From an optimization exercise on the open Yosys and OpenROAD flow, aimed at small area, a short achievable clock period and few clock cycles; shortcuts taken in it are not production practice.
Only simulation tests tie the RTL to the original design; equivalence was not proved.
Power is estimated from default activity; no workload was simulated.

Setup of gamma:
Design mulApbChip, start of the top module:
module mulApbChip (
	input logic clk,
	input logic arstN,
	input logic psel,
	input logic penable,
	input logic pwrite,
	input logic [7:0] paddr,
	input logic [31:0] pwdata,
	output logic [31:0] prdata,
	output logic pready,
	output logic pslverr
);
	apbPkg::apbReqT apbReq;
	apbPkg::apbRspT apbRsp;
	assign apbReq.psel = psel;
	assign apbReq.penable = penable;
	assign apbReq.pwrite = pwrite;
	assign apbReq.paddr = paddr;
	assign apbReq.pwdata = pwdata;
	assign prdata = apbRsp.prdata;
	assign pready = apbRsp.pready;
	assign pslverr = apbRsp.pslverr;
	mulApbTop mulApbTop_i (
		.clk(clk),
		.arstN(arstN),
		.apbReq(apbReq),
		.apbRsp(apbRsp)
	);
endmodule
==> flow/config.mk <==
export PLATFORM = sky130hd
export DESIGN_NAME = mulApbChip
export DESIGN_NICKNAME = mulApbChip
export VERILOG_FILES = /design/flow/design.v
export SDC_FILE = /design/flow/constraint.sdc
export NUM_CORES = 4
export LEC_CHECK = 0
export CAP_MARGIN = 20
export CORE_MARGIN = 2
export CORE_UTILIZATION = 40
export SLEW_MARGIN = 20
==> flow/constraint.sdc <==
create_clock -name core_clock -period 13.0 [get_ports {clk}]
set_input_delay 2.6000 -clock core_clock [delete_from_list [all_inputs] [get_ports {clk}]]
set_output_delay 2.6000 -clock core_clock [all_outputs]
set_load 0.01 [all_outputs]
standard.sh (not shown) runs the stock make flow with config.mk's settings and CLKGATE_MAP_FILE= SYNTH_SCRIPT=/design/flow/synth_recipe.tcl, a recipe that flattens the netlist after the stock synthesis.
==> flow/flow/run.sh <==
#!/bin/bash
# The standard layout, with timing repair aimed at a path delay well below
# the clock period: the clock and the constraints are unchanged, only
# repair_timing's setup margin is raised (and kept to the worst endpoints).
set -euo pipefail
export SETUP_SLACK_MARGIN="${FLOW_SETUP_MARGIN:-9.2}"
export TNS_END_PERCENT="${FLOW_TNS_END:-10}"
bash standard.sh > flow_standard.log 2>&1
gamma completed; timing, DRC and antenna clean
Testbench counts of gamma, summed over its fixed seeds: cycles 14,400.
What beta does differently from gamma at the input level:
==> flow/run.sh (new file) <==
#!/bin/bash
# synth_recipe.tcl (not shown) runs the flow's synth.tcl, then flattens the netlist and writes it again
# the make line also repeats each setting of config.mk as NAME=value (left out here)
make -C /OpenROAD-flow-scripts/flow DESIGN_CONFIG=/design/flow/config.mk WORK_HOME=/design/flow/orfs CLKGATE_MAP_FILE= SYNTH_SCRIPT=/design/flow/synth_recipe.tcl finish
removed: flow/flow/run.sh
removed: flow/standard.sh
Notes after the runs:
Changes observed in beta relative to gamma: final area moved down, area added between synthesis and finish moved down, routed wire length moved down, setup slack of the critical path after layout moved down. Of the two values seen for slowest library cell on the worst path, sky130_fd_sc_hd__nand2_1 was produced by beta and sky130_fd_sc_hd__clkdlybuf4s50_1 by gamma.

---

## job 101
mulApbChip again, from the RTL that the note above started with.
Design mulApbChip, start of the top module:
module mulApbChip (
	input logic clk,
	input logic arstN,
	input logic psel,
	input logic penable,
	input logic pwrite,
	input logic [7:0] paddr,
	input logic [31:0] pwdata,
	output logic [31:0] prdata,
	output logic pready,
	output logic pslverr
);
	apbPkg::apbReqT apbReq;
	apbPkg::apbRspT apbRsp;
	assign apbReq.psel = psel;
	assign apbReq.penable = penable;
	assign apbReq.pwrite = pwrite;
	assign apbReq.paddr = paddr;
	assign apbReq.pwdata = pwdata;
	assign prdata = apbRsp.prdata;
	assign pready = apbRsp.pready;
	assign pslverr = apbRsp.pslverr;
	mulApbTop mulApbTop_i (
		.clk(clk),
		.arstN(arstN),
		.apbReq(apbReq),
		.apbRsp(apbRsp)
	);
endmodule
clock: 13.0 ns
lec_check: 0
abc_area: 1
cap_margin: 20
core_margin: 2
core_utilization: 40
slew_margin: 20
==> flow/flow/run.sh <==
#!/bin/bash
# The standard layout, with timing repair aimed at a path delay well below
# the clock period: the clock and the constraints are unchanged, only
# repair_timing's setup margin is raised (and kept to the worst endpoints).
set -euo pipefail
export SETUP_SLACK_MARGIN="${FLOW_SETUP_MARGIN:-9.2}"
export TNS_END_PERCENT="${FLOW_TNS_END:-10}"
export BUFFER_PORTS_ARGS="-buffer_cell sky130_fd_sc_hd__buf_4"
bash standard.sh > flow_standard.log 2>&1
Job 101 has completed all stages; timing, DRC and antenna checks passed.
Testbench counts of job 101, summed over its fixed seeds: cycles 14,400.
Edits applied to the flow inputs when going from job 101 to job 103:
# job 101
export LEC_CHECK = 0
export ABC_AREA = 1
export CAP_MARGIN = 20
export CORE_MARGIN = 2
export CORE_UTILIZATION = 40
export SLEW_MARGIN = 20
create_clock -name core_clock -period 13.0 [get_ports {clk}]
# job 103
export LEC_CHECK = 0
export CAP_MARGIN = 20
export CORE_MARGIN = 2
export CORE_UTILIZATION = 40
export SLEW_MARGIN = 20
create_clock -name core_clock -period 13.0 [get_ports {clk}]
### Flow results
On job 103: critical path's largest stage delay is 0.30 ns higher than what job 101 gave. Looking only at proportion of power drawn by the clock network, and setting everything else aside, the higher value of job 103 and job 101 goes to job 103. What job 101 reported for overall power after layout has to be multiplied by 0.71 to get the figure for job 103. The lower cell area of job 103 and job 101 is in job 103. Compared with job 101, job 103 shows a lower part of the power in combinational logic. Wire length: job 103 vs job 101 down about 10%. Multi-input combinational cell count was higher in job 101 than in job 103. Delta(ratio of cells with drive above 1 in the final layout, job 103 - job 101) > 0. Job 101 → job 103: placeable core region saw a decrease; net switching power figure saw a decrease.

---

mulApbChip, a different RTL version from the one above (not shown whole).
For scale: about 230 flip-flops, roughly 79 I/O pins, roughly 16,000 µm² of cells after synthesis.
export LEC_CHECK = 0
export CAP_MARGIN = 20
export CORE_MARGIN = 2
export CORE_UTILIZATION = 40
export SLEW_MARGIN = 20
create_clock -name core_clock -period 13.0 [get_ports {clk}]
==> flow/flow/run.sh <==
#!/bin/bash
# The standard layout, with timing repair aimed at a path delay well below
# the clock period: the clock and the constraints are unchanged, only
# repair_timing's setup margin is raised (and kept to the worst endpoints).
set -euo pipefail
export SETUP_SLACK_MARGIN="${FLOW_SETUP_MARGIN:-9.2}"
export TNS_END_PERCENT="${FLOW_TNS_END:-10}"
export BUFFER_PORTS_ARGS="-buffer_cell sky130_fd_sc_hd__buf_2"
export CTS_ARGS="-sink_clustering_enable -repair_clock_nets -dont_use_dummy_load -sink_clustering_size 16 -sink_clustering_max_diameter 80 -buf_list {sky130_fd_sc_hd__clkbuf_4 sky130_fd_sc_hd__clkbuf_8}"
# keep each full adder of the multiplier step a module of its own through
# synthesis, so that it maps to one full-adder cell without inverters around it, and keep the
# two address decodes that gate many flip-flops short;
# the netlist is flattened at the end of synthesis as usual
export SYNTH_KEEP_MODULES="fullAdd startDetect addrDecode"
bash standard.sh > flow_standard.log 2>&1
Testbench counts at the start, summed over its fixed seeds: cycles 14,400.
Change:
--- a/flow/flow/run.sh
+++ b/flow/flow/run.sh
@@ -6 +6 @@
-export SETUP_SLACK_MARGIN="${FLOW_SETUP_MARGIN:-9.2}"
+export SETUP_SLACK_MARGIN="${FLOW_SETUP_MARGIN:-9.4}"
@@ -9 +9 @@
-export CTS_ARGS="-sink_clustering_enable -repair_clock_nets -dont_use_dummy_load -sink_clustering_size 16 -sink_clustering_max_diameter 80 -buf_list {sky130_fd_sc_hd__clkbuf_4 sky130_fd_sc_hd__clkbuf_8}"
+export CTS_ARGS="-sink_clustering_enable -repair_clock_nets -dont_use_dummy_load -sink_clustering_size 20 -sink_clustering_max_diameter 80 -buf_list {sky130_fd_sc_hd__clkbuf_8 sky130_fd_sc_hd__clkbuf_16}"
The new run completed with no timing, DRC or antenna violations.
Synthesized area stays the same.
Clock power rose by 29%.
Worst setup slack gets better by 0.21 ns.
Final cell count rose by 0.43%.
Sequential power hardly moves.
Final area rose by 2.3%.
First-iteration DRC count rose by 6.6%.
Core utilization rose by 0.99 points.
Clock skew rose by 0.015 ns.

afterwards: timing with drivers on the ports:
The flow's constraints put no driver on any port. The routed layouts listed below were extracted and timed again, unchanged, in two steps. Step 1: set_driving_cell puts a clkbuf_16 on clk and a buf_2 on each other input, an assumption about the parent block. Step 2 adds t to the input delays and takes it off the output delays; t is the mean of the earliest and latest rising clock arrival at the registers after step 1. Input paths then give back, and output paths get back, about the clock's delay inside the block. Three values: no drivers, after step 1, after step 2; two values: the first two.
| run | t, ns | setup WS [ns] | hold slack, ns | latest minus earliest clock arrival (ns) | cell pins on the clock port's net |
|---|---|---|---|---|---|
| gamma | 0.587 | 8.942 / 8.889 / 8.480 | 0.505 / 0.505 / 0.505 | 0.011 / 0.011 | 1 |
| beta | 0.587 | 8.149 / 8.181 / 7.594 | 0.502 / 0.502 / 0.502 | 0.023 / 0.023 | 1 |
| job 101 | 0.565 | 9.206 / 9.214 / 8.664 | 0.463 / 0.463 / 0.463 | 0.013 / 0.014 | 1 |
| job 103 | 0.582 | 9.189 / 9.189 / 8.645 | 0.497 / 0.497 / 0.497 | 0.014 / 0.014 | 1 |
| the first run of note 3 | 0.590 | 9.078 / 9.109 / 8.519 | 0.492 / 0.492 / 0.492 | 0.062 / 0.062 | 1 |
| the second run of note 3 | 0.548 | 9.290 / 9.235 / 8.835 | 0.485 / 0.485 / 0.485 | 0.078 / 0.078 | 1 |
After both steps setup and hold are still met in every run listed. The setup slack of the first run of note 3, which loses most, moves by +0.031 ns with the drivers and by -0.559 ns with both steps.
